Background: an optimization exercise with open tools, aiming at small area and few clock cycles per item. Do not read the settings as production practice.
RTL that was checked went through simulation tests only; none was proved equivalent to the original.
The RTL of run 1 was laid out without a check of its function.

$ cat flow/config.mk
export PLATFORM = sky130hd
export DESIGN_NAME = dsp_mac_pipe
export DESIGN_NICKNAME = dsp_mac_pipe
export VERILOG_FILES = /design/flow/design.v
export SDC_FILE = /design/flow/constraint.sdc
export NUM_CORES = 4
export LEC_CHECK = 0
export CAP_MARGIN = 20
export CORE_MARGIN = 2
export CORE_UTILIZATION = 40
export SLEW_MARGIN = 20
$ cat flow/design.v
module dsp_mac_pipe (
  input  logic               CLK,
  input  logic               RSTN,
  input  logic               IN_VALID,
  output logic               IN_READY,
  input  logic signed [17:0] A,
  input  logic signed [17:0] B,
  input  logic signed [17:0] D,
  input  logic signed [47:0] C,
  input  logic [3:0]         OPMODE,
  output logic               OUT_VALID,
  input  logic               OUT_READY,
  output logic signed [47:0] P,
  output logic               CARRYOUT,
  output logic               OVERFLOW
);
  logic        vld_q;
  logic [3:0]  cnt_q;
  logic [47:0] r_q;
  logic        co_q, ovf_q;
  logic take;
  assign IN_READY = !vld_q || OUT_READY;
  assign take     = IN_VALID && IN_READY;
  logic        sb;
  logic [18:0] dg, bx, pre;
  logic [19:0] pre_w;
  assign sb    = OPMODE[0] & OPMODE[1];
  assign dg    = OPMODE[0] ? {D[17], D} : 19'd0;
  assign bx    = {B[17], B} ^ {19{sb}};
  assign pre_w = {dg, 1'b1} + {bx, sb};
  assign pre   = pre_w[19:1];
  logic [18:0] a_ext;
  logic [8:0]  one, two, neg;
  assign a_ext = {A, 1'b0};
  always_comb begin
    for (int i = 0; i < 9; i++) begin
      one[i] = take & (a_ext[2*i+1] ^ a_ext[2*i]);
      two[i] = take & ((a_ext[2*i+2] & ~a_ext[2*i+1] & ~a_ext[2*i]) |
                       (~a_ext[2*i+2] & a_ext[2*i+1] & a_ext[2*i]));
      neg[i] = take & (a_ext[2*i+2] ^ OPMODE[3]);
    end
  end
  logic [19:0] pre2, pre1;
  assign pre1 = {pre[18], pre};
  assign pre2 = {pre, 1'b0};
  logic [19:0] y0, y1, y2, y3, y4, y5, y6, y7, y8;
  assign y0 = (({20{one[0]}} & pre1) | ({20{two[0]}} & pre2)) ^ {20{neg[0]}};
  assign y1 = (({20{one[1]}} & pre1) | ({20{two[1]}} & pre2)) ^ {20{neg[1]}};
  assign y2 = (({20{one[2]}} & pre1) | ({20{two[2]}} & pre2)) ^ {20{neg[2]}};
  assign y3 = (({20{one[3]}} & pre1) | ({20{two[3]}} & pre2)) ^ {20{neg[3]}};
  assign y4 = (({20{one[4]}} & pre1) | ({20{two[4]}} & pre2)) ^ {20{neg[4]}};
  assign y5 = (({20{one[5]}} & pre1) | ({20{two[5]}} & pre2)) ^ {20{neg[5]}};
  assign y6 = (({20{one[6]}} & pre1) | ({20{two[6]}} & pre2)) ^ {20{neg[6]}};
  assign y7 = (({20{one[7]}} & pre1) | ({20{two[7]}} & pre2)) ^ {20{neg[7]}};
  assign y8 = (({20{one[8]}} & pre1) | ({20{two[8]}} & pre2)) ^ {20{neg[8]}};
  logic        use_acc;
  logic [47:0] base;
  assign use_acc = !take || (OPMODE[2] && (cnt_q != 4'd0));
  assign base    = use_acc ? r_q : C;
  wire s1, c2;
  assign s1 = neg[0] ^ base[0] ^ 1'b0;
  assign c2 = (neg[0] & base[0]) | (1'b0 & (neg[0] ^ base[0]));
  wire s3, c4;
  assign s3 = base[1] ^ c2 ^ 1'b0;
  assign c4 = (base[1] & c2) | (1'b0 & (base[1] ^ c2));
  wire s5, c6;
  assign s5 = neg[1] ^ base[2] ^ c4;
  assign c6 = (neg[1] & base[2]) | (c4 & (neg[1] ^ base[2]));
  wire s7, c8;
  assign s7 = y0[2] ^ y1[0] ^ 1'b0;
  assign c8 = (y0[2] & y1[0]) | (1'b0 & (y0[2] ^ y1[0]));
  wire s9, c10;
  assign s9 = base[3] ^ c6 ^ y0[3];
  assign c10 = (base[3] & c6) | (y0[3] & (base[3] ^ c6));
  wire s11, c12;
  assign s11 = y1[1] ^ c8 ^ 1'b0;
  assign c12 = (y1[1] & c8) | (1'b0 & (y1[1] ^ c8));
  wire s13, c14;
  assign s13 = neg[2] ^ base[4] ^ y0[4];
  assign c14 = (neg[2] & base[4]) | (y0[4] & (neg[2] ^ base[4]));
  wire s15, c16;
  assign s15 = y1[2] ^ y2[0] ^ c10;
  assign c16 = (y1[2] & y2[0]) | (c10 & (y1[2] ^ y2[0]));
  wire s17, c18;
  assign s17 = s13 ^ c12 ^ 1'b0;
  assign c18 = (s13 & c12) | (1'b0 & (s13 ^ c12));
  wire s19, c20;
  assign s19 = base[5] ^ y0[5] ^ y1[3];
  assign c20 = (base[5] & y0[5]) | (y1[3] & (base[5] ^ y0[5]));
  wire s21, c22;
  assign s21 = y2[1] ^ c14 ^ s19;
  assign c22 = (y2[1] & c14) | (s19 & (y2[1] ^ c14));
  wire s23, c24;
  assign s23 = c16 ^ s21 ^ 1'b0;
  assign c24 = (c16 & s21) | (1'b0 & (c16 ^ s21));
  wire s25, c26;
  assign s25 = neg[3] ^ base[6] ^ y0[6];
  assign c26 = (neg[3] & base[6]) | (y0[6] & (neg[3] ^ base[6]));
  wire s27, c28;
  assign s27 = y1[4] ^ y2[2] ^ y3[0];
  assign c28 = (y1[4] & y2[2]) | (y3[0] & (y1[4] ^ y2[2]));
  wire s29, c30;
  assign s29 = c20 ^ s25 ^ s27;
  assign c30 = (c20 & s25) | (s27 & (c20 ^ s25));
  wire s31, c32;
  assign s31 = c22 ^ s29 ^ 1'b0;
  assign c32 = (c22 & s29) | (1'b0 & (c22 ^ s29));
  wire s33, c34;
  assign s33 = base[7] ^ y0[7] ^ y1[5];
  assign c34 = (base[7] & y0[7]) | (y1[5] & (base[7] ^ y0[7]));
  wire s35, c36;
  assign s35 = y2[3] ^ y3[1] ^ c26;
  assign c36 = (y2[3] & y3[1]) | (c26 & (y2[3] ^ y3[1]));
  wire s37, c38;
  assign s37 = c28 ^ s33 ^ c30;
  assign c38 = (c28 & s33) | (c30 & (c28 ^ s33));
  wire s39, c40;
  assign s39 = s35 ^ c32 ^ 1'b0;
  assign c40 = (s35 & c32) | (1'b0 & (s35 ^ c32));
  wire s41, c42;
  assign s41 = neg[4] ^ base[8] ^ y0[8];
  assign c42 = (neg[4] & base[8]) | (y0[8] & (neg[4] ^ base[8]));
  wire s43, c44;
  assign s43 = y1[6] ^ y2[4] ^ y3[2];
  assign c44 = (y1[6] & y2[4]) | (y3[2] & (y1[6] ^ y2[4]));
  wire s45, c46;
  assign s45 = y4[0] ^ c34 ^ s41;
  assign c46 = (y4[0] & c34) | (s41 & (y4[0] ^ c34));
  wire s47, c48;
  assign s47 = s43 ^ c36 ^ s45;
  assign c48 = (s43 & c36) | (s45 & (s43 ^ c36));
  wire s49, c50;
  assign s49 = c38 ^ s47 ^ 1'b0;
  assign c50 = (c38 & s47) | (1'b0 & (c38 ^ s47));
  wire s51, c52;
  assign s51 = base[9] ^ y0[9] ^ y1[7];
  assign c52 = (base[9] & y0[9]) | (y1[7] & (base[9] ^ y0[9]));
  wire s53, c54;
  assign s53 = y2[5] ^ y3[3] ^ y4[1];
  assign c54 = (y2[5] & y3[3]) | (y4[1] & (y2[5] ^ y3[3]));
  wire s55, c56;
  assign s55 = c42 ^ c44 ^ s51;
  assign c56 = (c42 & c44) | (s51 & (c42 ^ c44));
  wire s57, c58;
  assign s57 = s53 ^ c46 ^ s55;
  assign c58 = (s53 & c46) | (s55 & (s53 ^ c46));
  wire s59, c60;
  assign s59 = c48 ^ s57 ^ 1'b0;
  assign c60 = (c48 & s57) | (1'b0 & (c48 ^ s57));
  wire s61, c62;
  assign s61 = neg[5] ^ base[10] ^ y0[10];
  assign c62 = (neg[5] & base[10]) | (y0[10] & (neg[5] ^ base[10]));
  wire s63, c64;
  assign s63 = y1[8] ^ y2[6] ^ y3[4];
  assign c64 = (y1[8] & y2[6]) | (y3[4] & (y1[8] ^ y2[6]));
  wire s65, c66;
  assign s65 = y4[2] ^ y5[0] ^ c52;
  assign c66 = (y4[2] & y5[0]) | (c52 & (y4[2] ^ y5[0]));
  wire s67, c68;
  assign s67 = c54 ^ s61 ^ s63;
  assign c68 = (c54 & s61) | (s63 & (c54 ^ s61));
  wire s69, c70;
  assign s69 = c56 ^ s65 ^ s67;
  assign c70 = (c56 & s65) | (s67 & (c56 ^ s65));
  wire s71, c72;
  assign s71 = c58 ^ s69 ^ 1'b0;
  assign c72 = (c58 & s69) | (1'b0 & (c58 ^ s69));
  wire s73, c74;
  assign s73 = base[11] ^ y0[11] ^ y1[9];
  assign c74 = (base[11] & y0[11]) | (y1[9] & (base[11] ^ y0[11]));
  wire s75, c76;
  assign s75 = y2[7] ^ y3[5] ^ y4[3];
  assign c76 = (y2[7] & y3[5]) | (y4[3] & (y2[7] ^ y3[5]));
  wire s77, c78;
  assign s77 = y5[1] ^ c62 ^ c64;
  assign c78 = (y5[1] & c62) | (c64 & (y5[1] ^ c62));
  wire s79, c80;
  assign s79 = s73 ^ s75 ^ c66;
  assign c80 = (s73 & s75) | (c66 & (s73 ^ s75));
  wire s81, c82;
  assign s81 = c68 ^ s77 ^ s79;
  assign c82 = (c68 & s77) | (s79 & (c68 ^ s77));
  wire s83, c84;
  assign s83 = c70 ^ s81 ^ 1'b0;
  assign c84 = (c70 & s81) | (1'b0 & (c70 ^ s81));
  wire s85, c86;
  assign s85 = neg[6] ^ base[12] ^ y0[12];
  assign c86 = (neg[6] & base[12]) | (y0[12] & (neg[6] ^ base[12]));
  wire s87, c88;
  assign s87 = y1[10] ^ y2[8] ^ y3[6];
  assign c88 = (y1[10] & y2[8]) | (y3[6] & (y1[10] ^ y2[8]));
  wire s89, c90;
  assign s89 = y4[4] ^ y5[2] ^ y6[0];
  assign c90 = (y4[4] & y5[2]) | (y6[0] & (y4[4] ^ y5[2]));
  wire s91, c92;
  assign s91 = c74 ^ c76 ^ s85;
  assign c92 = (c74 & c76) | (s85 & (c74 ^ c76));
  wire s93, c94;
  assign s93 = s87 ^ s89 ^ c78;
  assign c94 = (s87 & s89) | (c78 & (s87 ^ s89));
  wire s95, c96;
  assign s95 = s91 ^ c80 ^ s93;
  assign c96 = (s91 & c80) | (s93 & (s91 ^ c80));
  wire s97, c98;
  assign s97 = c82 ^ s95 ^ 1'b0;
  assign c98 = (c82 & s95) | (1'b0 & (c82 ^ s95));
  wire s99, c100;
  assign s99 = base[13] ^ y0[13] ^ y1[11];
  assign c100 = (base[13] & y0[13]) | (y1[11] & (base[13] ^ y0[13]));
  wire s101, c102;
  assign s101 = y2[9] ^ y3[7] ^ y4[5];
  assign c102 = (y2[9] & y3[7]) | (y4[5] & (y2[9] ^ y3[7]));
  wire s103, c104;
  assign s103 = y5[3] ^ y6[1] ^ c86;
  assign c104 = (y5[3] & y6[1]) | (c86 & (y5[3] ^ y6[1]));
  wire s105, c106;
  assign s105 = c88 ^ c90 ^ s99;
  assign c106 = (c88 & c90) | (s99 & (c88 ^ c90));
  wire s107, c108;
  assign s107 = s101 ^ c92 ^ s103;
  assign c108 = (s101 & c92) | (s103 & (s101 ^ c92));
  wire s109, c110;
  assign s109 = s105 ^ c94 ^ s107;
  assign c110 = (s105 & c94) | (s107 & (s105 ^ c94));
  wire s111, c112;
  assign s111 = c96 ^ s109 ^ 1'b0;
  assign c112 = (c96 & s109) | (1'b0 & (c96 ^ s109));
  wire s113, c114;
  assign s113 = neg[7] ^ base[14] ^ y0[14];
  assign c114 = (neg[7] & base[14]) | (y0[14] & (neg[7] ^ base[14]));
  wire s115, c116;
  assign s115 = y1[12] ^ y2[10] ^ y3[8];
  assign c116 = (y1[12] & y2[10]) | (y3[8] & (y1[12] ^ y2[10]));
  wire s117, c118;
  assign s117 = y4[6] ^ y5[4] ^ y6[2];
  assign c118 = (y4[6] & y5[4]) | (y6[2] & (y4[6] ^ y5[4]));
  wire s119, c120;
  assign s119 = y7[0] ^ c100 ^ c102;
  assign c120 = (y7[0] & c100) | (c102 & (y7[0] ^ c100));
  wire s121, c122;
  assign s121 = s113 ^ s115 ^ s117;
  assign c122 = (s113 & s115) | (s117 & (s113 ^ s115));
  wire s123, c124;
  assign s123 = c104 ^ c106 ^ s119;
  assign c124 = (c104 & c106) | (s119 & (c104 ^ c106));
  wire s125, c126;
  assign s125 = s121 ^ c108 ^ s123;
  assign c126 = (s121 & c108) | (s123 & (s121 ^ c108));
  wire s127, c128;
  assign s127 = c110 ^ s125 ^ 1'b0;
  assign c128 = (c110 & s125) | (1'b0 & (c110 ^ s125));
  wire s129, c130;
  assign s129 = base[15] ^ y0[15] ^ y1[13];
  assign c130 = (base[15] & y0[15]) | (y1[13] & (base[15] ^ y0[15]));
  wire s131, c132;
  assign s131 = y2[11] ^ y3[9] ^ y4[7];
  assign c132 = (y2[11] & y3[9]) | (y4[7] & (y2[11] ^ y3[9]));
  wire s133, c134;
  assign s133 = y5[5] ^ y6[3] ^ y7[1];
  assign c134 = (y5[5] & y6[3]) | (y7[1] & (y5[5] ^ y6[3]));
  wire s135, c136;
  assign s135 = c114 ^ c116 ^ c118;
  assign c136 = (c114 & c116) | (c118 & (c114 ^ c116));
  wire s137, c138;
  assign s137 = s129 ^ s131 ^ s133;
  assign c138 = (s129 & s131) | (s133 & (s129 ^ s131));
  wire s139, c140;
  assign s139 = c120 ^ c122 ^ s135;
  assign c140 = (c120 & c122) | (s135 & (c120 ^ c122));
  wire s141, c142;
  assign s141 = s137 ^ c124 ^ s139;
  assign c142 = (s137 & c124) | (s139 & (s137 ^ c124));
  wire s143, c144;
  assign s143 = c126 ^ s141 ^ 1'b0;
  assign c144 = (c126 & s141) | (1'b0 & (c126 ^ s141));
  wire s145, c146;
  assign s145 = neg[8] ^ base[16] ^ y0[16];
  assign c146 = (neg[8] & base[16]) | (y0[16] & (neg[8] ^ base[16]));
  wire s147, c148;
  assign s147 = y1[14] ^ y2[12] ^ y3[10];
  assign c148 = (y1[14] & y2[12]) | (y3[10] & (y1[14] ^ y2[12]));
  wire s149, c150;
  assign s149 = y4[8] ^ y5[6] ^ y6[4];
  assign c150 = (y4[8] & y5[6]) | (y6[4] & (y4[8] ^ y5[6]));
  wire s151, c152;
  assign s151 = y7[2] ^ y8[0] ^ c130;
  assign c152 = (y7[2] & y8[0]) | (c130 & (y7[2] ^ y8[0]));
  wire s153, c154;
  assign s153 = c132 ^ c134 ^ s145;
  assign c154 = (c132 & c134) | (s145 & (c132 ^ c134));
  wire s155, c156;
  assign s155 = s147 ^ s149 ^ c136;
  assign c156 = (s147 & s149) | (c136 & (s147 ^ s149));
  wire s157, c158;
  assign s157 = c138 ^ s151 ^ s153;
  assign c158 = (c138 & s151) | (s153 & (c138 ^ s151));
  wire s159, c160;
  assign s159 = c140 ^ s155 ^ s157;
  assign c160 = (c140 & s155) | (s157 & (c140 ^ s155));
  wire s161, c162;
  assign s161 = c142 ^ s159 ^ 1'b0;
  assign c162 = (c142 & s159) | (1'b0 & (c142 ^ s159));
  wire s163, c164;
  assign s163 = base[17] ^ y0[17] ^ y1[15];
  assign c164 = (base[17] & y0[17]) | (y1[15] & (base[17] ^ y0[17]));
  wire s165, c166;
  assign s165 = y2[13] ^ y3[11] ^ y4[9];
  assign c166 = (y2[13] & y3[11]) | (y4[9] & (y2[13] ^ y3[11]));
  wire s167, c168;
  assign s167 = y5[7] ^ y6[5] ^ y7[3];
  assign c168 = (y5[7] & y6[5]) | (y7[3] & (y5[7] ^ y6[5]));
  wire s169, c170;
  assign s169 = y8[1] ^ c146 ^ c148;
  assign c170 = (y8[1] & c146) | (c148 & (y8[1] ^ c146));
  wire s171, c172;
  assign s171 = c150 ^ s163 ^ s165;
  assign c172 = (c150 & s163) | (s165 & (c150 ^ s163));
  wire s173, c174;
  assign s173 = s167 ^ c152 ^ c154;
  assign c174 = (s167 & c152) | (c154 & (s167 ^ c152));
  wire s175, c176;
  assign s175 = s169 ^ s171 ^ c156;
  assign c176 = (s169 & s171) | (c156 & (s169 ^ s171));
  wire s177, c178;
  assign s177 = c158 ^ s173 ^ s175;
  assign c178 = (c158 & s173) | (s175 & (c158 ^ s173));
  wire s179, c180;
  assign s179 = c160 ^ s177 ^ 1'b0;
  assign c180 = (c160 & s177) | (1'b0 & (c160 ^ s177));
  wire s181, c182;
  assign s181 = base[18] ^ y0[18] ^ y1[16];
  assign c182 = (base[18] & y0[18]) | (y1[16] & (base[18] ^ y0[18]));
  wire s183, c184;
  assign s183 = y2[14] ^ y3[12] ^ y4[10];
  assign c184 = (y2[14] & y3[12]) | (y4[10] & (y2[14] ^ y3[12]));
  wire s185, c186;
  assign s185 = y5[8] ^ y6[6] ^ y7[4];
  assign c186 = (y5[8] & y6[6]) | (y7[4] & (y5[8] ^ y6[6]));
  wire s187, c188;
  assign s187 = y8[2] ^ c164 ^ c166;
  assign c188 = (y8[2] & c164) | (c166 & (y8[2] ^ c164));
  wire s189, c190;
  assign s189 = c168 ^ s181 ^ s183;
  assign c190 = (c168 & s181) | (s183 & (c168 ^ s181));
  wire s191, c192;
  assign s191 = s185 ^ c170 ^ c172;
  assign c192 = (s185 & c170) | (c172 & (s185 ^ c170));
  wire s193, c194;
  assign s193 = s187 ^ s189 ^ c174;
  assign c194 = (s187 & s189) | (c174 & (s187 ^ s189));
  wire s195, c196;
  assign s195 = s191 ^ c176 ^ s193;
  assign c196 = (s191 & c176) | (s193 & (s191 ^ c176));
  wire s197, c198;
  assign s197 = c178 ^ s195 ^ 1'b0;
  assign c198 = (c178 & s195) | (1'b0 & (c178 ^ s195));
  wire s199, c200;
  assign s199 = 1'b1 ^ base[19] ^ ~y0[19];
  assign c200 = (1'b1 & base[19]) | (~y0[19] & (1'b1 ^ base[19]));
  wire s201, c202;
  assign s201 = y1[17] ^ y2[15] ^ y3[13];
  assign c202 = (y1[17] & y2[15]) | (y3[13] & (y1[17] ^ y2[15]));
  wire s203, c204;
  assign s203 = y4[11] ^ y5[9] ^ y6[7];
  assign c204 = (y4[11] & y5[9]) | (y6[7] & (y4[11] ^ y5[9]));
  wire s205, c206;
  assign s205 = y7[5] ^ y8[3] ^ c182;
  assign c206 = (y7[5] & y8[3]) | (c182 & (y7[5] ^ y8[3]));
  wire s207, c208;
  assign s207 = c184 ^ c186 ^ s199;
  assign c208 = (c184 & c186) | (s199 & (c184 ^ c186));
  wire s209, c210;
  assign s209 = s201 ^ s203 ^ c188;
  assign c210 = (s201 & s203) | (c188 & (s201 ^ s203));
  wire s211, c212;
  assign s211 = c190 ^ s205 ^ s207;
  assign c212 = (c190 & s205) | (s207 & (c190 ^ s205));
  wire s213, c214;
  assign s213 = c192 ^ s209 ^ s211;
  assign c214 = (c192 & s209) | (s211 & (c192 ^ s209));
  wire s215, c216;
  assign s215 = c194 ^ s213 ^ c196;
  assign c216 = (c194 & s213) | (c196 & (c194 ^ s213));
  wire s217, c218;
  assign s217 = 1'b1 ^ base[20] ^ y1[18];
  assign c218 = (1'b1 & base[20]) | (y1[18] & (1'b1 ^ base[20]));
  wire s219, c220;
  assign s219 = y2[16] ^ y3[14] ^ y4[12];
  assign c220 = (y2[16] & y3[14]) | (y4[12] & (y2[16] ^ y3[14]));
  wire s221, c222;
  assign s221 = y5[10] ^ y6[8] ^ y7[6];
  assign c222 = (y5[10] & y6[8]) | (y7[6] & (y5[10] ^ y6[8]));
  wire s223, c224;
  assign s223 = y8[4] ^ c200 ^ c202;
  assign c224 = (y8[4] & c200) | (c202 & (y8[4] ^ c200));
  wire s225, c226;
  assign s225 = c204 ^ s217 ^ s219;
  assign c226 = (c204 & s217) | (s219 & (c204 ^ s217));
  wire s227, c228;
  assign s227 = s221 ^ c206 ^ c208;
  assign c228 = (s221 & c206) | (c208 & (s221 ^ c206));
  wire s229, c230;
  assign s229 = s223 ^ s225 ^ c210;
  assign c230 = (s223 & s225) | (c210 & (s223 ^ s225));
  wire s231, c232;
  assign s231 = c212 ^ s227 ^ s229;
  assign c232 = (c212 & s227) | (s229 & (c212 ^ s227));
  wire s233, c234;
  assign s233 = c214 ^ s231 ^ 1'b0;
  assign c234 = (c214 & s231) | (1'b0 & (c214 ^ s231));
  wire s235, c236;
  assign s235 = base[21] ^ ~y1[19] ^ y2[17];
  assign c236 = (base[21] & ~y1[19]) | (y2[17] & (base[21] ^ ~y1[19]));
  wire s237, c238;
  assign s237 = y3[15] ^ y4[13] ^ y5[11];
  assign c238 = (y3[15] & y4[13]) | (y5[11] & (y3[15] ^ y4[13]));
  wire s239, c240;
  assign s239 = y6[9] ^ y7[7] ^ y8[5];
  assign c240 = (y6[9] & y7[7]) | (y8[5] & (y6[9] ^ y7[7]));
  wire s241, c242;
  assign s241 = c218 ^ c220 ^ c222;
  assign c242 = (c218 & c220) | (c222 & (c218 ^ c220));
  wire s243, c244;
  assign s243 = s235 ^ s237 ^ s239;
  assign c244 = (s235 & s237) | (s239 & (s235 ^ s237));
  wire s245, c246;
  assign s245 = c224 ^ c226 ^ s241;
  assign c246 = (c224 & c226) | (s241 & (c224 ^ c226));
  wire s247, c248;
  assign s247 = s243 ^ c228 ^ s245;
  assign c248 = (s243 & c228) | (s245 & (s243 ^ c228));
  wire s249, c250;
  assign s249 = c230 ^ s247 ^ c232;
  assign c250 = (c230 & s247) | (c232 & (c230 ^ s247));
  wire s251, c252;
  assign s251 = 1'b1 ^ base[22] ^ y2[18];
  assign c252 = (1'b1 & base[22]) | (y2[18] & (1'b1 ^ base[22]));
  wire s253, c254;
  assign s253 = y3[16] ^ y4[14] ^ y5[12];
  assign c254 = (y3[16] & y4[14]) | (y5[12] & (y3[16] ^ y4[14]));
  wire s255, c256;
  assign s255 = y6[10] ^ y7[8] ^ y8[6];
  assign c256 = (y6[10] & y7[8]) | (y8[6] & (y6[10] ^ y7[8]));
  wire s257, c258;
  assign s257 = c236 ^ c238 ^ c240;
  assign c258 = (c236 & c238) | (c240 & (c236 ^ c238));
  wire s259, c260;
  assign s259 = s251 ^ s253 ^ s255;
  assign c260 = (s251 & s253) | (s255 & (s251 ^ s253));
  wire s261, c262;
  assign s261 = c242 ^ c244 ^ s257;
  assign c262 = (c242 & c244) | (s257 & (c242 ^ c244));
  wire s263, c264;
  assign s263 = s259 ^ c246 ^ s261;
  assign c264 = (s259 & c246) | (s261 & (s259 ^ c246));
  wire s265, c266;
  assign s265 = c248 ^ s263 ^ 1'b0;
  assign c266 = (c248 & s263) | (1'b0 & (c248 ^ s263));
  wire s267, c268;
  assign s267 = base[23] ^ ~y2[19] ^ y3[17];
  assign c268 = (base[23] & ~y2[19]) | (y3[17] & (base[23] ^ ~y2[19]));
  wire s269, c270;
  assign s269 = y4[15] ^ y5[13] ^ y6[11];
  assign c270 = (y4[15] & y5[13]) | (y6[11] & (y4[15] ^ y5[13]));
  wire s271, c272;
  assign s271 = y7[9] ^ y8[7] ^ c252;
  assign c272 = (y7[9] & y8[7]) | (c252 & (y7[9] ^ y8[7]));
  wire s273, c274;
  assign s273 = c254 ^ c256 ^ s267;
  assign c274 = (c254 & c256) | (s267 & (c254 ^ c256));
  wire s275, c276;
  assign s275 = s269 ^ c258 ^ c260;
  assign c276 = (s269 & c258) | (c260 & (s269 ^ c258));
  wire s277, c278;
  assign s277 = s271 ^ s273 ^ c262;
  assign c278 = (s271 & s273) | (c262 & (s271 ^ s273));
  wire s279, c280;
  assign s279 = s275 ^ c264 ^ s277;
  assign c280 = (s275 & c264) | (s277 & (s275 ^ c264));
  wire s281, c282;
  assign s281 = 1'b1 ^ base[24] ^ y3[18];
  assign c282 = (1'b1 & base[24]) | (y3[18] & (1'b1 ^ base[24]));
  wire s283, c284;
  assign s283 = y4[16] ^ y5[14] ^ y6[12];
  assign c284 = (y4[16] & y5[14]) | (y6[12] & (y4[16] ^ y5[14]));
  wire s285, c286;
  assign s285 = y7[10] ^ y8[8] ^ c268;
  assign c286 = (y7[10] & y8[8]) | (c268 & (y7[10] ^ y8[8]));
  wire s287, c288;
  assign s287 = c270 ^ s281 ^ s283;
  assign c288 = (c270 & s281) | (s283 & (c270 ^ s281));
  wire s289, c290;
  assign s289 = c272 ^ c274 ^ s285;
  assign c290 = (c272 & c274) | (s285 & (c272 ^ c274));
  wire s291, c292;
  assign s291 = s287 ^ c276 ^ s289;
  assign c292 = (s287 & c276) | (s289 & (s287 ^ c276));
  wire s293, c294;
  assign s293 = c278 ^ s291 ^ 1'b0;
  assign c294 = (c278 & s291) | (1'b0 & (c278 ^ s291));
  wire s295, c296;
  assign s295 = base[25] ^ ~y3[19] ^ y4[17];
  assign c296 = (base[25] & ~y3[19]) | (y4[17] & (base[25] ^ ~y3[19]));
  wire s297, c298;
  assign s297 = y5[15] ^ y6[13] ^ y7[11];
  assign c298 = (y5[15] & y6[13]) | (y7[11] & (y5[15] ^ y6[13]));
  wire s299, c300;
  assign s299 = y8[9] ^ c282 ^ c284;
  assign c300 = (y8[9] & c282) | (c284 & (y8[9] ^ c282));
  wire s301, c302;
  assign s301 = s295 ^ s297 ^ c286;
  assign c302 = (s295 & s297) | (c286 & (s295 ^ s297));
  wire s303, c304;
  assign s303 = c288 ^ s299 ^ c290;
  assign c304 = (c288 & s299) | (c290 & (c288 ^ s299));
  wire s305, c306;
  assign s305 = s301 ^ c292 ^ s303;
  assign c306 = (s301 & c292) | (s303 & (s301 ^ c292));
  wire s307, c308;
  assign s307 = 1'b1 ^ base[26] ^ y4[18];
  assign c308 = (1'b1 & base[26]) | (y4[18] & (1'b1 ^ base[26]));
  wire s309, c310;
  assign s309 = y5[16] ^ y6[14] ^ y7[12];
  assign c310 = (y5[16] & y6[14]) | (y7[12] & (y5[16] ^ y6[14]));
  wire s311, c312;
  assign s311 = y8[10] ^ c296 ^ c298;
  assign c312 = (y8[10] & c296) | (c298 & (y8[10] ^ c296));
  wire s313, c314;
  assign s313 = s307 ^ s309 ^ c300;
  assign c314 = (s307 & s309) | (c300 & (s307 ^ s309));
  wire s315, c316;
  assign s315 = s311 ^ c302 ^ s313;
  assign c316 = (s311 & c302) | (s313 & (s311 ^ c302));
  wire s317, c318;
  assign s317 = c304 ^ s315 ^ 1'b0;
  assign c318 = (c304 & s315) | (1'b0 & (c304 ^ s315));
  wire s319, c320;
  assign s319 = base[27] ^ ~y4[19] ^ y5[17];
  assign c320 = (base[27] & ~y4[19]) | (y5[17] & (base[27] ^ ~y4[19]));
  wire s321, c322;
  assign s321 = y6[15] ^ y7[13] ^ y8[11];
  assign c322 = (y6[15] & y7[13]) | (y8[11] & (y6[15] ^ y7[13]));
  wire s323, c324;
  assign s323 = c308 ^ c310 ^ s319;
  assign c324 = (c308 & c310) | (s319 & (c308 ^ c310));
  wire s325, c326;
  assign s325 = s321 ^ c312 ^ s323;
  assign c326 = (s321 & c312) | (s323 & (s321 ^ c312));
  wire s327, c328;
  assign s327 = c314 ^ s325 ^ c316;
  assign c328 = (c314 & s325) | (c316 & (c314 ^ s325));
  wire s329, c330;
  assign s329 = 1'b1 ^ base[28] ^ y5[18];
  assign c330 = (1'b1 & base[28]) | (y5[18] & (1'b1 ^ base[28]));
  wire s331, c332;
  assign s331 = y6[16] ^ y7[14] ^ y8[12];
  assign c332 = (y6[16] & y7[14]) | (y8[12] & (y6[16] ^ y7[14]));
  wire s333, c334;
  assign s333 = c320 ^ c322 ^ s329;
  assign c334 = (c320 & c322) | (s329 & (c320 ^ c322));
  wire s335, c336;
  assign s335 = s331 ^ c324 ^ s333;
  assign c336 = (s331 & c324) | (s333 & (s331 ^ c324));
  wire s337, c338;
  assign s337 = c326 ^ s335 ^ 1'b0;
  assign c338 = (c326 & s335) | (1'b0 & (c326 ^ s335));
  wire s339, c340;
  assign s339 = base[29] ^ ~y5[19] ^ y6[17];
  assign c340 = (base[29] & ~y5[19]) | (y6[17] & (base[29] ^ ~y5[19]));
  wire s341, c342;
  assign s341 = y7[15] ^ y8[13] ^ c330;
  assign c342 = (y7[15] & y8[13]) | (c330 & (y7[15] ^ y8[13]));
  wire s343, c344;
  assign s343 = c332 ^ s339 ^ c334;
  assign c344 = (c332 & s339) | (c334 & (c332 ^ s339));
  wire s345, c346;
  assign s345 = s341 ^ c336 ^ s343;
  assign c346 = (s341 & c336) | (s343 & (s341 ^ c336));
  wire s347, c348;
  assign s347 = 1'b1 ^ base[30] ^ y6[18];
  assign c348 = (1'b1 & base[30]) | (y6[18] & (1'b1 ^ base[30]));
  wire s349, c350;
  assign s349 = y7[16] ^ y8[14] ^ c340;
  assign c350 = (y7[16] & y8[14]) | (c340 & (y7[16] ^ y8[14]));
  wire s351, c352;
  assign s351 = s347 ^ c342 ^ s349;
  assign c352 = (s347 & c342) | (s349 & (s347 ^ c342));
  wire s353, c354;
  assign s353 = c344 ^ s351 ^ 1'b0;
  assign c354 = (c344 & s351) | (1'b0 & (c344 ^ s351));
  wire s355, c356;
  assign s355 = base[31] ^ ~y6[19] ^ y7[17];
  assign c356 = (base[31] & ~y6[19]) | (y7[17] & (base[31] ^ ~y6[19]));
  wire s357, c358;
  assign s357 = y8[15] ^ c348 ^ s355;
  assign c358 = (y8[15] & c348) | (s355 & (y8[15] ^ c348));
  wire s359, c360;
  assign s359 = c350 ^ s357 ^ c352;
  assign c360 = (c350 & s357) | (c352 & (c350 ^ s357));
  wire s361, c362;
  assign s361 = 1'b1 ^ base[32] ^ y7[18];
  assign c362 = (1'b1 & base[32]) | (y7[18] & (1'b1 ^ base[32]));
  wire s363, c364;
  assign s363 = y8[16] ^ c356 ^ s361;
  assign c364 = (y8[16] & c356) | (s361 & (y8[16] ^ c356));
  wire s365, c366;
  assign s365 = c358 ^ s363 ^ 1'b0;
  assign c366 = (c358 & s363) | (1'b0 & (c358 ^ s363));
  wire s367, c368;
  assign s367 = base[33] ^ ~y7[19] ^ y8[17];
  assign c368 = (base[33] & ~y7[19]) | (y8[17] & (base[33] ^ ~y7[19]));
  wire s369, c370;
  assign s369 = c362 ^ s367 ^ c364;
  assign c370 = (c362 & s367) | (c364 & (c362 ^ s367));
  wire s371, c372;
  assign s371 = 1'b1 ^ base[34] ^ y8[18];
  assign c372 = (1'b1 & base[34]) | (y8[18] & (1'b1 ^ base[34]));
  wire s373, c374;
  assign s373 = c368 ^ s371 ^ 1'b0;
  assign c374 = (c368 & s371) | (1'b0 & (c368 ^ s371));
  wire s375, c376;
  assign s375 = base[35] ^ ~y8[19] ^ c372;
  assign c376 = (base[35] & ~y8[19]) | (c372 & (base[35] ^ ~y8[19]));
  wire s377, c378;
  assign s377 = 1'b1 ^ base[36] ^ 1'b0;
  assign c378 = (1'b1 & base[36]) | (1'b0 & (1'b1 ^ base[36]));
  wire [38:0] sx, sy;
  assign sx = {1'b1, 1'b1, s377, c374, s373, c366, s365, c354, c346, c338, s337, c318, c306, c294, c280, c266, s265, c234, c216, c198, c180, c162, c144, c128, c112, c98, c84, c72, c60, c50, c40, s37, c24, c18, s15, s9, s5, s3, s1};
  assign sy = {1'b0, c378, c376, s375, c370, s369, c360, s359, s353, s345, c328, s327, s317, s305, s293, s279, c250, s249, s233, s215, s197, s179, s161, s143, s127, s111, s97, s83, s71, s59, s49, s39, s31, s23, s17, s11, s7, y0[1], y0[0]};
  logic [38:0] wlo;
  assign wlo = sx + sy;
  logic [11:0] bh, bh_p, bh_m, uh;
  assign bh   = {base[47], base[47:37]};
  assign bh_p = bh + 12'd1;
  assign bh_m = bh - 12'd1;
  always_comb begin
    case (wlo[38:37])
      2'b01:   uh = bh_p;
      2'b11:   uh = bh_m;
      default: uh = bh;
    endcase
  end
  logic s_m;
  assign s_m = (A[17] ^ pre[18]) & (|A) & (|pre);
  logic [47:0] res;
  logic        ovf, co, last, emit;
  assign res  = {uh[10:0], wlo[36:0]};
  assign ovf  = uh[11] ^ uh[10];
  assign co   = uh[11] ^ base[47] ^ s_m;
  assign last = (cnt_q == 4'd15);
  assign emit = !OPMODE[2] || last;
  always_ff @(posedge CLK or negedge RSTN) begin
    if (!RSTN) begin
      vld_q <= 1'b0;
      cnt_q <= 4'd0;
    end else begin
      if (take) begin
        vld_q <= emit;
        cnt_q <= (OPMODE[2] && !last) ? cnt_q + 4'd1 : 4'd0;
      end else if (OUT_READY) begin
        vld_q <= 1'b0;
      end
    end
  end
  always_ff @(posedge CLK) begin
    r_q <= res;
  end
  always_ff @(posedge CLK) begin
    if (take) begin
      co_q  <= co;
      ovf_q <= ovf;
    end
  end
  assign OUT_VALID = vld_q;
  assign P         = r_q;
  assign CARRYOUT  = co_q;
  assign OVERFLOW  = ovf_q;
endmodule
$ cat flow/run.sh
#!/bin/bash
# synth_recipe.tcl (not shown) runs the flow's synth.tcl, then flattens the netlist and writes it again
# the make line also repeats each setting of config.mk as NAME=value (left out here)
make -C /OpenROAD-flow-scripts/flow DESIGN_CONFIG=/design/flow/config.mk WORK_HOME=/design/flow/orfs CLKGATE_MAP_FILE= SYNTH_SCRIPT=/design/flow/synth_recipe.tcl finish
$ cat flow/constraint.sdc
create_clock -name core_clock -period 7.0 [get_ports {CLK}]
set_input_delay 1.4000 -clock core_clock [delete_from_list [all_inputs] [get_ports {CLK}]]
set_output_delay 1.4000 -clock core_clock [all_outputs]
set_load 0.01 [all_outputs]
==> results.py, run 1 <==
metrics = {
    "outcome": {
        "status": "complete, but fails checks",
        "so_faults": "setup timing",
    },
    "floorplanning": {
        "die-area_sq_um": 35700,
        "ioPinCount": 162,
        "die_w_microns": 189,
        "rows": 67,
        "initial_core_util_pct": 40.7,
        "core_sq_um": 33600,
        "die_y_microns": 189,
    },
    "synth": {
        "yosysWarningCount": 1,
        "ys_async_sr_fraction_pct": 9.09,
        "yosys.cell_types.count": 76,
        "yosysMostFrequentCell": "inv_1",
        "synthCells": 1614,
        "synth-seq-cells": 55,
        "synth_area_leaders": "fa_1 23%, xnor2_1 12%, ha_1 9.6%",
        "synth_seq_area_share_pct": 8.39,
        "syn_area_sq_um": 13700,
        "synth_edf_count": 2,
        "synth_area_per_cell_sq_um": 8.47,
        "synthTopCellsByCount": "187 x inv_1, 185 x xnor2_1, 154 x fa_1",
        "synthFlopType": "dfxtp_1",
        "syn_nets": 1983,
        "netlist.area_leader.share_pct": 22.6,
        "yosysTopAreaCell": "fa_1",
    },
    "timing": {
        "layout_min_cycle_time_ns": 10.25,
        "fin_crit_sh_pct": 146,
        "hold_slack_ns": 0.593,
        "grt_setup_unrepaired": "true",
        "fin_skew_ns": 0.00722,
        "tns_ns": -53.59,
        "setup_viol_count_final": 38,
        "setup_slack_ns": -3.25,
        "drv_slew": 0,
        "tightest_slew_ns": 0.528,
        "slew_headroom_pct": 64.6,
        "hold_viol": 0,
        "clock.fmax_mhz": 97.6,
    },
    "clock_tree": {
        "clk_pin_slew_ns": 0.08,
        "h-tree-depth": 2,
        "worst_skew_pair.late_latency_ns": 0.34,
        "cts_tree": "done",
        "clock-root-buffer": "clkbuf_16",
        "cts_buffers": 5,
        "clock_path_buffers": 2,
        "clock-sinks": 55,
        "cts_hold_buf": 0,
    },
    "placement": {
        "numPortBuffers": 161,
        "place_ws_ns": -4.56,
        "gp_congestion": 0.951,
        "placed_cell_area_sq_um": 19300,
        "hpwl_mm": 39.5,
        "place_inst": 2559,
    },
    "critical_path": {
        "start_kind": "input port",
        "cp_slowest_cell": "a2111o_1",
        "critical_path.endpoint_type": "register",
        "critPathKind": "in2reg",
        "critPathArrivalTime_ns": 10.34,
        "cp_slowest_stage_delay_ns": 0.49,
        "crit_fanout": 6,
        "crit_required_ns": 7.10,
    },
    "final_layout": {
        "final_util_pct": 61.6,
        "area_growth_pct": 51.6,
        "final_cells": 2601,
        "final_area_sq_um": 20700,
        "nets": 2520,
        "layout-drive-gt1-share_pct": 33.5,
    },
    "routing": {
        "drt_iter0_drc": 784,
        "first_pass_iters": 7,
        "wl_mm": 48.6,
        "num_vias": 13700,
        "ant_nets": 0,
        "vias_per_cell": 5.27,
        "wl_per_cell_microns": 18.7,
        "drc": 0,
    },
    "flow_run": {
        "max-cap-violations": 0,
    },
    "global_route": {
        "grt.overflow.total": 0,
        "antenna_found_initial": 1,
        "grt_pass1_vias": 14200,
        "grt_max_degree": 27,
        "grt_usage_pct": 27.2,
        "grt_pass1_wl_mm": 75.5,
    },
    "min_path": {
        "hp-class": "reg2reg",
    },
}
==> placed cells by master (no fill, tap or decap), types with 23 or more instances in the layout <==
cell and n:
a21oi_1 57, fa_1 136, a21o_1 23, ha_4 30, ha_1 73, xnor2_1 163
clkdlybuf4s50_1 143, inv_1 175, mux2_2 25, xor2_1 83, mux2i_1 32, nand2_1 77
buf_4 431, dfxtp_1 48, o22ai_1 108, nor2_1 79, o21ai_0 34
==> critical path: cells and delay by family <==
kind,cells,cell delay [ns]
adder cells (fa/ha/maj),9,3.02
AO/OA/AOI/OAI,14,2.92
AND/OR/NAND/NOR,9,1.17
buffers and inverters,6,0.84
multiplexers,2,0.52
XOR/XNOR,3,0.47
==> repair_timing <==
action | 4_1_cts | 5_1_grt
setup buffers | 12 | 21
resized for setup | 88 | 136
endpoints found under the setup margin | 40 | 40
pin swaps | 74 | 116
gates cloned | 1 | 3
==> layout make-up <==
| class | instances | area, sq um |
|---|---|---|
| antenna | 1 | 2.50 |
| clock buffer | 6 | 129 |
| clock inverter | 2 | 7.51 |
| fill | 2854 | 12900 |
| inverter | 191 | 717 |
| multi-input combinational | 1274 | 12800 |
| sequential | 55 | 1150 |
| tap | 448 | 561 |
| timing repair buffer | 624 | 5380 |
==> layer usage <==
metal  global-route usage [%]  up-vias  routed length, microns
met4                     10.5        0                    1750
met3                     3.76       84                    2690
met5                        0        -                       0
met2                     46.2      407                   23200
met1                     34.8     6668                   20900
li1                         -     6541                       -
==> state kept, by name, summed over array words and instances, names as in the netlist <==
signal,count
cnt_q,4
co_q,1
ovf_q,1
r_q,48
vld_q,1
==> path summary, 6_finish.rpt <==
kind	start	to	slack, ns	cells past startpoint
setup / recovery	B[9]	ovf_q	-3.25	43
min in group asynchronous	RSTN	cnt_q[1]	1.30	1
setup reg to reg	vld_q	ovf_q	-1.24	39
hold / removal	cnt_q[0]	cnt_q[0]	0.59	2
max in group asynchronous	RSTN	vld_q	5.48	1
hold reg to reg	cnt_q[0]	cnt_q[0]	0.59	2
==> kinds of logic (layout without fill, tap and decap cells) <==
| logic type | count (synthesis) | in the layout | share of synthesized area (%) |
|---|---|---|---|
| AOI/OAI and AO/OA | 381 | 381 | 18.3 |
| and+or+nand+nor | 298 | 299 | 10.5 |
| buffers and inverters | 286 | 823 | 8.20 |
| xor gates and xnor gates | 272 | 272 | 17.6 |
| adders and majority gates | 259 | 259 | 32.2 |
| muxes | 63 | 63 | 4.84 |
| DFF | 55 | 55 | 8.39 |
| other | 0 | 1 | 0 |
==> run 2, diff against run 1 <==
--- a/flow/design.v
+++ b/flow/design.v
@@ -20,7 +20,13 @@
   logic        co_q, ovf_q;
-  logic take;
-  assign IN_READY = !vld_q || OUT_READY;
-  assign take     = IN_VALID && IN_READY;
+  logic        v1_q;
+  logic [17:0] a1_q;
+  logic [18:0] pre1_q;
+  logic [47:0] c1_q;
+  logic [1:0]  op1_q;      
+  logic fire, adv;
+  assign fire     = v1_q && (!vld_q || OUT_READY);
+  assign adv      = !v1_q || fire;
+  assign IN_READY = adv;
   logic        sb;
-  logic [18:0] dg, bx, pre;
+  logic [18:0] dg, bx, pre_d;
   logic [19:0] pre_w;
@@ -30,12 +36,26 @@
   assign pre_w = {dg, 1'b1} + {bx, sb};
-  assign pre   = pre_w[19:1];
+  assign pre_d = pre_w[19:1];
+  always_ff @(posedge CLK or negedge RSTN) begin
+    if (!RSTN)    v1_q <= 1'b0;
+    else if (adv) v1_q <= IN_VALID;
+  end
+  always_ff @(posedge CLK) begin
+    if (adv) begin
+      a1_q   <= A;
+      pre1_q <= pre_d;
+      c1_q   <= C;
+      op1_q  <= OPMODE[3:2];
+    end
+  end
+  logic [18:0] pre;
   logic [18:0] a_ext;
   logic [8:0]  one, two, neg;
-  assign a_ext = {A, 1'b0};
+  assign pre   = pre1_q;
+  assign a_ext = {a1_q, 1'b0};
   always_comb begin
     for (int i = 0; i < 9; i++) begin
-      one[i] = take & (a_ext[2*i+1] ^ a_ext[2*i]);
-      two[i] = take & ((a_ext[2*i+2] & ~a_ext[2*i+1] & ~a_ext[2*i]) |
+      one[i] = fire & (a_ext[2*i+1] ^ a_ext[2*i]);
+      two[i] = fire & ((a_ext[2*i+2] & ~a_ext[2*i+1] & ~a_ext[2*i]) |
                        (~a_ext[2*i+2] & a_ext[2*i+1] & a_ext[2*i]));
-      neg[i] = take & (a_ext[2*i+2] ^ OPMODE[3]);
+      neg[i] = fire & (a_ext[2*i+2] ^ op1_q[1]);
     end
@@ -57,4 +77,4 @@
   logic [47:0] base;
-  assign use_acc = !take || (OPMODE[2] && (cnt_q != 4'd0));
-  assign base    = use_acc ? r_q : C;
+  assign use_acc = !fire || (op1_q[0] && (cnt_q != 4'd0));
+  assign base    = use_acc ? r_q : c1_q;
   wire s1, c2;
@@ -626,27 +646,52 @@
   assign c378 = (1'b1 & base[36]) | (1'b0 & (1'b1 ^ base[36]));
-  wire [38:0] sx, sy;
-  assign sx = {1'b1, 1'b1, s377, c374, s373, c366, s365, c354, c346, c338, s337, c318, c306, c294, c280, c266, s265, c234, c216, c198, c180, c162, c144, c128, c112, c98, c84, c72, c60, c50, c40, s37, c24, c18, s15, s9, s5, s3, s1};
-  assign sy = {1'b0, c378, c376, s375, c370, s369, c360, s359, s353, s345, c328, s327, s317, s305, s293, s279, c250, s249, s233, s215, s197, s179, s161, s143, s127, s111, s97, s83, s71, s59, s49, s39, s31, s23, s17, s11, s7, y0[1], y0[0]};
-  logic [38:0] wlo;
-  assign wlo = sx + sy;
-  logic [11:0] bh, bh_p, bh_m, uh;
-  assign bh   = {base[47], base[47:37]};
-  assign bh_p = bh + 12'd1;
-  assign bh_m = bh - 12'd1;
-  always_comb begin
-    case (wlo[38:37])
-      2'b01:   uh = bh_p;
-      2'b11:   uh = bh_m;
-      default: uh = bh;
-    endcase
-  end
+  wire s379, c380;
+  assign s379 = 1'b1 ^ base[37] ^ 1'b0;
+  assign c380 = (1'b1 & base[37]) | (1'b0 & (1'b1 ^ base[37]));
+  wire s381, c382;
+  assign s381 = 1'b1 ^ base[38] ^ 1'b0;
+  assign c382 = (1'b1 & base[38]) | (1'b0 & (1'b1 ^ base[38]));
+  wire s383, c384;
+  assign s383 = 1'b1 ^ base[39] ^ 1'b0;
+  assign c384 = (1'b1 & base[39]) | (1'b0 & (1'b1 ^ base[39]));
+  wire s385, c386;
+  assign s385 = 1'b1 ^ base[40] ^ 1'b0;
+  assign c386 = (1'b1 & base[40]) | (1'b0 & (1'b1 ^ base[40]));
+  wire s387, c388;
+  assign s387 = 1'b1 ^ base[41] ^ 1'b0;
+  assign c388 = (1'b1 & base[41]) | (1'b0 & (1'b1 ^ base[41]));
+  wire s389, c390;
+  assign s389 = 1'b1 ^ base[42] ^ 1'b0;
+  assign c390 = (1'b1 & base[42]) | (1'b0 & (1'b1 ^ base[42]));
+  wire s391, c392;
+  assign s391 = 1'b1 ^ base[43] ^ 1'b0;
+  assign c392 = (1'b1 & base[43]) | (1'b0 & (1'b1 ^ base[43]));
+  wire s393, c394;
+  assign s393 = 1'b1 ^ base[44] ^ 1'b0;
+  assign c394 = (1'b1 & base[44]) | (1'b0 & (1'b1 ^ base[44]));
+  wire s395, c396;
+  assign s395 = 1'b1 ^ base[45] ^ 1'b0;
+  assign c396 = (1'b1 & base[45]) | (1'b0 & (1'b1 ^ base[45]));
+  wire s397, c398;
+  assign s397 = 1'b1 ^ base[46] ^ 1'b0;
+  assign c398 = (1'b1 & base[46]) | (1'b0 & (1'b1 ^ base[46]));
+  wire s399, c400;
+  assign s399 = 1'b1 ^ base[47] ^ 1'b0;
+  assign c400 = (1'b1 & base[47]) | (1'b0 & (1'b1 ^ base[47]));
+  wire s401, c402;
+  assign s401 = 1'b1 ^ base[47] ^ 1'b0;
+  assign c402 = (1'b1 & base[47]) | (1'b0 & (1'b1 ^ base[47]));
+  wire [48:0] sx, sy;
+  assign sx = {c400, c398, c396, c394, c392, c390, c388, c386, c384, c382, c380, c378, s377, c374, s373, c366, s365, c354, c346, c338, s337, c318, c306, c294, c280, c266, s265, c234, c216, c198, c180, c162, c144, c128, c112, c98, c84, c72, c60, c50, c40, s37, c24, c18, s15, s9, s5, s3, s1};
+  assign sy = {s401, s399, s397, s395, s393, s391, s389, s387, s385, s383, s381, s379, c376, s375, c370, s369, c360, s359, s353, s345, c328, s327, s317, s305, s293, s279, c250, s249, s233, s215, s197, s179, s161, s143, s127, s111, s97, s83, s71, s59, s49, s39, s31, s23, s17, s11, s7, y0[1], y0[0]};
+  logic [48:0] u;
+  assign u = sx + sy;
   logic s_m;
-  assign s_m = (A[17] ^ pre[18]) & (|A) & (|pre);
+  assign s_m = (a1_q[17] ^ pre[18]) & (|a1_q) & (|pre);
   logic [47:0] res;
   logic        ovf, co, last, emit;
-  assign res  = {uh[10:0], wlo[36:0]};
-  assign ovf  = uh[11] ^ uh[10];
-  assign co   = uh[11] ^ base[47] ^ s_m;
+  assign res  = u[47:0];
+  assign ovf  = u[48] ^ u[47];
+  assign co   = u[48] ^ base[47] ^ s_m;
   assign last = (cnt_q == 4'd15);
-  assign emit = !OPMODE[2] || last;
+  assign emit = !op1_q[0] || last;
   always_ff @(posedge CLK or negedge RSTN) begin
@@ -656,5 +701,5 @@
     end else begin
-      if (take) begin
+      if (fire) begin
         vld_q <= emit;
-        cnt_q <= (OPMODE[2] && !last) ? cnt_q + 4'd1 : 4'd0;
+        cnt_q <= (op1_q[0] && !last) ? cnt_q + 4'd1 : 4'd0;
       end else if (OUT_READY) begin
@@ -668,3 +713,3 @@
   always_ff @(posedge CLK) begin
-    if (take) begin
+    if (fire) begin
       co_q  <= co;
==> results.py, run 2 <==
metrics = {
    "outcome": {
        "status": "timing/DRC/antenna clean",
    },
    "synth": {
        "synth_area_per_cell_sq_um": 9.51,
        "synth_edf_count": 89,
        "synth_seq_area_share_pct": 22.9,
        "synthFlopType": "edfxtp_1",
        "ys_async_sr_fraction_pct": 4.20,
        "netlist.area_leader.share_pct": 18.6,
        "yosysMostFrequentCell": "inv_1",
        "yosys.cell_types.count": 72,
        "synth-seq-cells": 143,
        "synthCells": 1736,
        "syn_nets": 2103,
        "yosysWarningCount": 1,
        "synth_area_leaders": "fa_1 19%, edfxtp_1 16%, xnor2_1 9.1%",
        "syn_area_sq_um": 16500,
        "synthTopCellsByCount": "186 x inv_1, 172 x xnor2_1, 153 x fa_1",
        "yosysTopAreaCell": "fa_1",
    },
    "timing": {
        "drv_slew": 0,
        "fin_crit_sh_pct": 97.9,
        "layout_min_cycle_time_ns": 6.85,
        "clock.fmax_mhz": 146,
        "slew_headroom_pct": 35.1,
        "setup_viol_count_final": 0,
        "setup_slack_ns": 0.147,
        "tightest_slew_ns": 0.974,
        "grt_setup_unrepaired": "true",
        "hold_slack_ns": 0.508,
        "hold_viol": 0,
        "fin_skew_ns": 0.0400,
    },
    "global_route": {
        "grt_pass1_vias": 14600,
        "grt_max_degree": 40,
        "grt.overflow.total": 0,
        "grt_usage_pct": 24.6,
        "grt_pass1_wl_mm": 81.4,
        "antenna_found_initial": 1,
    },
    "final_layout": {
        "diodes": 0,
        "top_regs": "c1_q: 48 flops, r_q: 48 flops, pre1_q: 19 flops",
        "layout-drive-gt1-share_pct": 23.2,
        "final_common_cell": "buf_4",
        "multiInputGateArea_sq_um": 12300,
        "most-common-layout-cells": "263 x buf_4, 182 x inv_1, 166 x xnor2_1, 160 x clkdlybuf4s50_1, 130 x fa_1",
        "area_growth_pct": 32.9,
        "final_util_pct": 53.8,
        "num-fill-cells": 3732,
        "seqCellArea_sq_um": 3780,
        "nets": 2443,
    },
    "critical_path": {
        "crit_fanout": 7,
        "start_kind": "input port",
        "critPathArrivalTime_ns": 7.09,
        "critical_path.endpoint_type": "register",
        "critPathKind": "in2reg",
        "crit_required_ns": 7.23,
    },
    "routing": {
        "num_vias": 13800,
        "ant_nets": 0,
        "first_pass_iters": 5,
        "wl_mm": 51.6,
        "drc": 0,
        "drt_iter0_drc": 864,
        "vias_per_cell": 5.28,
        "wl_per_cell_microns": 19.7,
    },
    "placement": {
        "place_ws_ns": -0.933,
        "hpwl_mm": 41.3,
        "numPortBuffers": 161,
        "gp_congestion": 0.902,
    },
    "clock_tree": {
        "clock-root-buffer": "clkbuf_16",
        "clock-sinks": 143,
        "cts_tree": "done",
        "cts_buffers": 17,
        "worst_skew_pair.late_latency_ns": 0.51,
        "clk_pin_slew_ns": 0.07,
        "h-tree-depth": 4,
        "clock_path_buffers": 2,
    },
    "floorplanning": {
        "die_w_microns": 207,
        "die-area_sq_um": 42900,
        "core_sq_um": 40700,
        "ioPinCount": 162,
        "die_y_microns": 207,
        "initial_core_util_pct": 40.5,
        "rows": 74,
    },
    "flow_run": {
        "max-cap-violations": 0,
    },
    "min_path": {
        "hp-class": "reg2reg",
    },
}
[run 2: changes by cell type in the layout (fill, tap and decap cells not counted), sizes merged, moves of 12 or more]
| cell | delta |
|---|---|
| buf | -179 |
| o21ai | -12 |
| clkdlybuf4s50 | +17 |
| edfxtp | +87 |
| o22ai | -115 |
| xor2 | +30 |
| xnor2 | -15 |
| a22oi | +112 |
[run 2: cell type report]
type / instances / share of cell area [%]
Multi-Input combinational cell: 1282 / 56.0
Clock inverter: 13 / 0.708
Inverter: 188 / 3.27
Sequential cell: 143 / 17.3
Clock buffer: 19 / 1.97
Timing Repair Buffer: 444 / 17.8
Tap cell: 532 / 3.04
[run 2: path summary, 6_finish.rpt]
path / endpoint / slack [ns] / startpoint / cells past startpoint
min: cnt_q[3] / 0.51 / cnt_q[3] / 1
max in group asynchronous: cnt_q[3] / 5.61 / RSTN / 1
max reg2reg: r_q[41] / 0.69 / op1_q[1] / 19
min reg2reg: cnt_q[3] / 0.51 / cnt_q[3] / 1
max: ovf_q / 0.15 / OUT_READY / 25
min in group asynchronous: cnt_q[2] / 1.16 / RSTN / 1
[run 2: logic make-up (layout without fill, tap and decap cells)]
logic type	Yosys count	in the layout	share of synthesized area, %
AOI/OAI and AO/OA	387	387	16.2
buffers and inverters	311	664	7.30
and+or+nand+nor	293	293	8.24
xor gates and xnor gates	287	287	15.2
adders and majority gates	257	257	26.4
DFF	143	143	22.9
muxes	58	58	3.66
[run 2: routing by layer]
metal	routed length (microns)	GRT usage, %
met2	23800	40.1
met1	23400	32.9
met4	1520	8.50
met5	11	0
met3	2850	4.37
[run 2: critical path, stage by stage]
cell and delay (ns):
dlygate4sd2_1 0.23, nor2b_2 0.12, nand2b_4 0.19, buf_12 0.14, nor2_1 0.05, buf_4 0.17
buf_12 0.13, a22oi_2 0.18, xnor2_1 0.14, fa_2 0.43, fa_2 0.36, fa_2 0.36
fa_1 0.51, inv_2 0.04, fa_1 0.55, ha_4 0.22, ha_4 0.23, and2_1 0.15
and3_4 0.18, o21a_1 0.18, o21a_1 0.20, a21o_4 0.24, a31o_1 0.24, a2111oi_4 0.31
xnor2_1 0.10
[run 2: timing repair]
action	CTS	global route
hold buffers	0	0
endpoints found under the setup margin	18	16
setup buffers	16	7
cloned	1	0
pin swaps	26	57
resized for setup	64	61
[run 2: through the flow]
stage	instances	setup TNS (ns)	area [sq um]
floorplan	1736	0	16900
global placement	2567	-16.21	20500
detailed placement	2567	-16.85	20500
CTS	2616	0	21600
global route	2621	-0.0467	21900
finish	2621	0	21900
Testbench counts of run 2, summed over its fixed seeds: cycles 32,062, items 32,046.
==> run 3, diff against run 2 <==
--- a/flow/design.v
+++ b/flow/design.v
@@ -56,6 +56,6 @@
     for (int i = 0; i < 9; i++) begin
-      one[i] = fire & (a_ext[2*i+1] ^ a_ext[2*i]);
-      two[i] = fire & ((a_ext[2*i+2] & ~a_ext[2*i+1] & ~a_ext[2*i]) |
+      one[i] = v1_q & (a_ext[2*i+1] ^ a_ext[2*i]);
+      two[i] = v1_q & ((a_ext[2*i+2] & ~a_ext[2*i+1] & ~a_ext[2*i]) |
                        (~a_ext[2*i+2] & a_ext[2*i+1] & a_ext[2*i]));
-      neg[i] = fire & (a_ext[2*i+2] ^ op1_q[1]);
+      neg[i] = v1_q & (a_ext[2*i+2] ^ op1_q[1]);
     end
@@ -77,3 +77,3 @@
   logic [47:0] base;
-  assign use_acc = !fire || (op1_q[0] && (cnt_q != 4'd0));
+  assign use_acc = op1_q[0] && (cnt_q != 4'd0);
   assign base    = use_acc ? r_q : c1_q;
@@ -710,6 +710,4 @@
   always_ff @(posedge CLK) begin
-    r_q <= res;
-  end
-  always_ff @(posedge CLK) begin
     if (fire) begin
+      r_q   <= res;
       co_q  <= co;
==> results.py, run 3 <==
metrics = {
    "outcome": {
        "status": "timing/DRC/antenna clean",
    },
    "timing": {
        "hold_viol": 0,
        "slew_headroom_pct": 45.9,
        "layout_min_cycle_time_ns": 6.75,
        "tns_ns": 0,
        "clock.fmax_mhz": 148,
        "tightest_slew_ns": 0.811,
        "fin_crit_sh_pct": 96.4,
        "setup_slack_ns": 0.252,
        "grt_setup_unrepaired": "false",
        "hold_slack_ns": 0.513,
        "fin_skew_ns": 0.0160,
        "setup_viol_count_final": 0,
        "drv_slew": 0,
    },
    "routing": {
        "num_vias": 13400,
        "drt_iter0_drc": 909,
        "wl_mm": 49.9,
        "vias_per_cell": 5.39,
        "wl_per_cell_microns": 20.1,
        "first_pass_iters": 5,
        "ant_nets": 0,
        "drc": 0,
    },
    "synth": {
        "ys_async_sr_fraction_pct": 4.20,
        "yosysMostFrequentCell": "inv_1",
        "synth-seq-cells": 143,
        "synthTopCellsByCount": "181 x inv_1, 160 x xnor2_1, 153 x fa_1",
        "synth_seq_area_share_pct": 25.0,
        "yosys.cell_types.count": 71,
        "netlist.area_leader.share_pct": 24.2,
        "yosysTopAreaCell": "edfxtp_1",
        "synthCells": 1734,
        "syn_nets": 2101,
        "synth_area_leaders": "edfxtp_1 24%, fa_1 18%, xnor2_1 8.2%",
        "yosysWarningCount": 1,
        "synthFlopType": "edfxtp_1",
        "synth_edf_count": 137,
        "synth_area_per_cell_sq_um": 9.82,
        "syn_area_sq_um": 17000,
    },
    "final_layout": {
        "most-common-layout-cells": "180 x inv_1, 161 x clkdlybuf4s50_1, 160 x xnor2_1, 150 x fa_1, 144 x a22oi_1",
        "diodes": 0,
        "area_growth_pct": 21.2,
        "layout-drive-gt1-share_pct": 11.8,
        "top_regs": "c1_q: 48 flops, r_q: 48 flops, pre1_q: 19 flops",
        "seqCellArea_sq_um": 4260,
        "final_common_cell": "inv_1",
        "nets": 2298,
        "multiInputGateArea_sq_um": 11700,
        "num-fill-cells": 3923,
    },
    "global_route": {
        "use_met2_pct": 36.8,
        "grt_most_used_layer": "met2",
        "grt_usage_pct": 23.2,
        "grt_pass1_vias": 13700,
        "grtUsageMet3_pct": 4.95,
        "grt_max_degree": 54,
        "antenna_found_initial": 1,
        "grt_pass1_wl_mm": 77.8,
        "grt.overflow.total": 0,
        "grtUsageMet1_pct": 31.3,
    },
    "critical_path": {
        "cp_cell_sequence": "or3b_2 -> a21boi_4 -> a22oi_1 -> xnor2_1 -> fa_2 -> fa_1 -> fa_1 -> fa_1 -> fa_1 -> fa_1 -> ha_1 -> buf_4 -> a21oi_1 -> o21bai_1 -> a22o_1 -> a31o_1 -> o31ai_2 -> buf_4 -> o31a_2 -> buf_4 -> o2111ai_1 -> or3b_1",
        "r2r-start": "a1_q[5]",
        "start_kind": "register",
        "crit_top_cell": "fa_1",
        "critPathArrivalTime_ns": 6.99,
        "cp_slowest_stage_delay_ns": 0.52,
        "reg2regPathDepth": 22,
        "crit_required_ns": 7.24,
        "cp_slowest_cell": "or3b_2",
        "critPathKind": "reg2reg",
        "worst_r2r_endpoint": "r_q[45]",
        "critical_path.endpoint_type": "register",
        "crit_buf_inv": 3,
        "crit_fanout": 6,
        "r2r_slack_ns": 0.25,
        "critPathTopFamily": "adder cells",
    },
    "clock_tree": {
        "cts_tree": "done",
        "clock-root-buffer": "clkbuf_16",
        "clock_path_buffers": 2,
        "clock-sinks": 143,
        "worst_skew_pair.late_latency_ns": 0.49,
        "clk_pin_slew_ns": 0.07,
        "cts_buffers": 17,
        "h-tree-depth": 4,
    },
    "floorplanning": {
        "die_w_microns": 210,
        "die-area_sq_um": 44200,
        "ioPinCount": 162,
        "rows": 75,
        "core_sq_um": 41900,
        "die_y_microns": 210,
        "initial_core_util_pct": 40.6,
    },
    "min_path": {
        "min_from": "cnt_q[3]",
        "hp-class": "reg2reg",
        "hold_depth": 1,
        "whs_endpoint": "cnt_q[3]",
    },
    "placement": {
        "gp_congestion": 0.983,
        "place_ws_ns": -0.00141,
        "numPortBuffers": 161,
        "hpwl_mm": 39.8,
    },
    "flow_run": {
        "max-cap-violations": 0,
    },
}
[run 3: layout make-up]
cell class              instances  share of cell area, %
well taps                     539                   3.27
multi-input cells            1280                   56.5
inverters                     182                   3.31
clock buffers                  18                   2.08
flip-flops and latches        143                   20.7
repair buffers                307                   13.6
clock inverters                14                  0.636
[run 3: cells by family (layout without fill, tap and decap cells)]
kind of cell	Yosys count	in the layout	synth area share, %
xor gates and xnor gates	283	283	14.6
and+or+nand+nor	321	321	9.81
muxes	51	51	3.10
AOI/OAI and AO/OA	368	368	14.8
buffers and inverters	311	521	7.07
DFF	143	143	25.0
adders and majority gates	257	257	25.6
[run 3: worst max-delay path by stage]
stage | cells after the start | end | slack (ns) | startpoint
after floorplan | 22 | r_q[45] | 0.003 | a1_q[9]
after global placement | 24 | co_q | 0.04 | a1_q[5]
after detailed placement | 24 | co_q | -0.001 | a1_q[5]
after CTS | 25 | r_q[45] | 0.01 | a1_q[5]
after global routing | 24 | r_q[45] | 0.001 | a1_q[7]
final | 22 | r_q[45] | 0.25 | a1_q[5]
[run 3: per-stage QoR]
step | instances | util (%) | instance area, sq um
final | 2483 | 49.2 | 20600
after global routing | 2483 | 49.2 | 20600
after CTS | 2470 | 48.8 | 20500
after detailed placement | 2438 | 47.4 | 19900
after global placement | 2438 | 47.4 | 19900
after floorplan | 1734 | - | 17000
[run 3: routing by layer]
layer	share of wire (%)	up-vias	routed length, microns
met5	0.024	-	12
met4	2.6	2	1320
met3	5.6	62	2800
met2	46	366	22700
met1	46	6603	23000
li1	-	6343	-
[run 3: timing repair]
| item | CTS | global route |
|---|---|---|
| resized for setup | 1 | 20 |
| pin swaps | 0 | 5 |
| setup buffers | 0 | 13 |
| setup endpoints to repair | 1 | 17 |
| hold buffers | 0 | 0 |
Testbench counts of run 3, summed over its fixed seeds: cycles 32,062, items 32,046.

[afterwards: timing with drivers on the ports]
Ports are ideal in the flow. The routed layouts listed here were re-timed in OpenROAD.
Step 1, drivers: a clkbuf_16 drives CLK and a buf_2 each remaining input, both assumed.
Step 2, shift: input delay + t, output delay - t, t = (earliest + latest rising clock arrival at the registers) / 2. This alone moves slack from input paths to output paths.
a / b / c = ideal ports / drivers / drivers and shift; a / b = the first two.
run | shift t [ns] | setup slack, ns | worst slew at a driven data input, ns
run 1 | 0.389 | -3.245 / -3.243 / -3.632 | 0.08
run 2 | 0.548 | 0.147 / 0.186 / -0.362 | 0.05
run 3 | 0.538 | 0.252 / 0.252 / 0.252 | 0.05
Met with ideal ports but missed after step 2: setup timing in run 2. The setup slack of run 2, which loses most, moves by +0.039 ns with the drivers and by -0.509 ns with both steps.
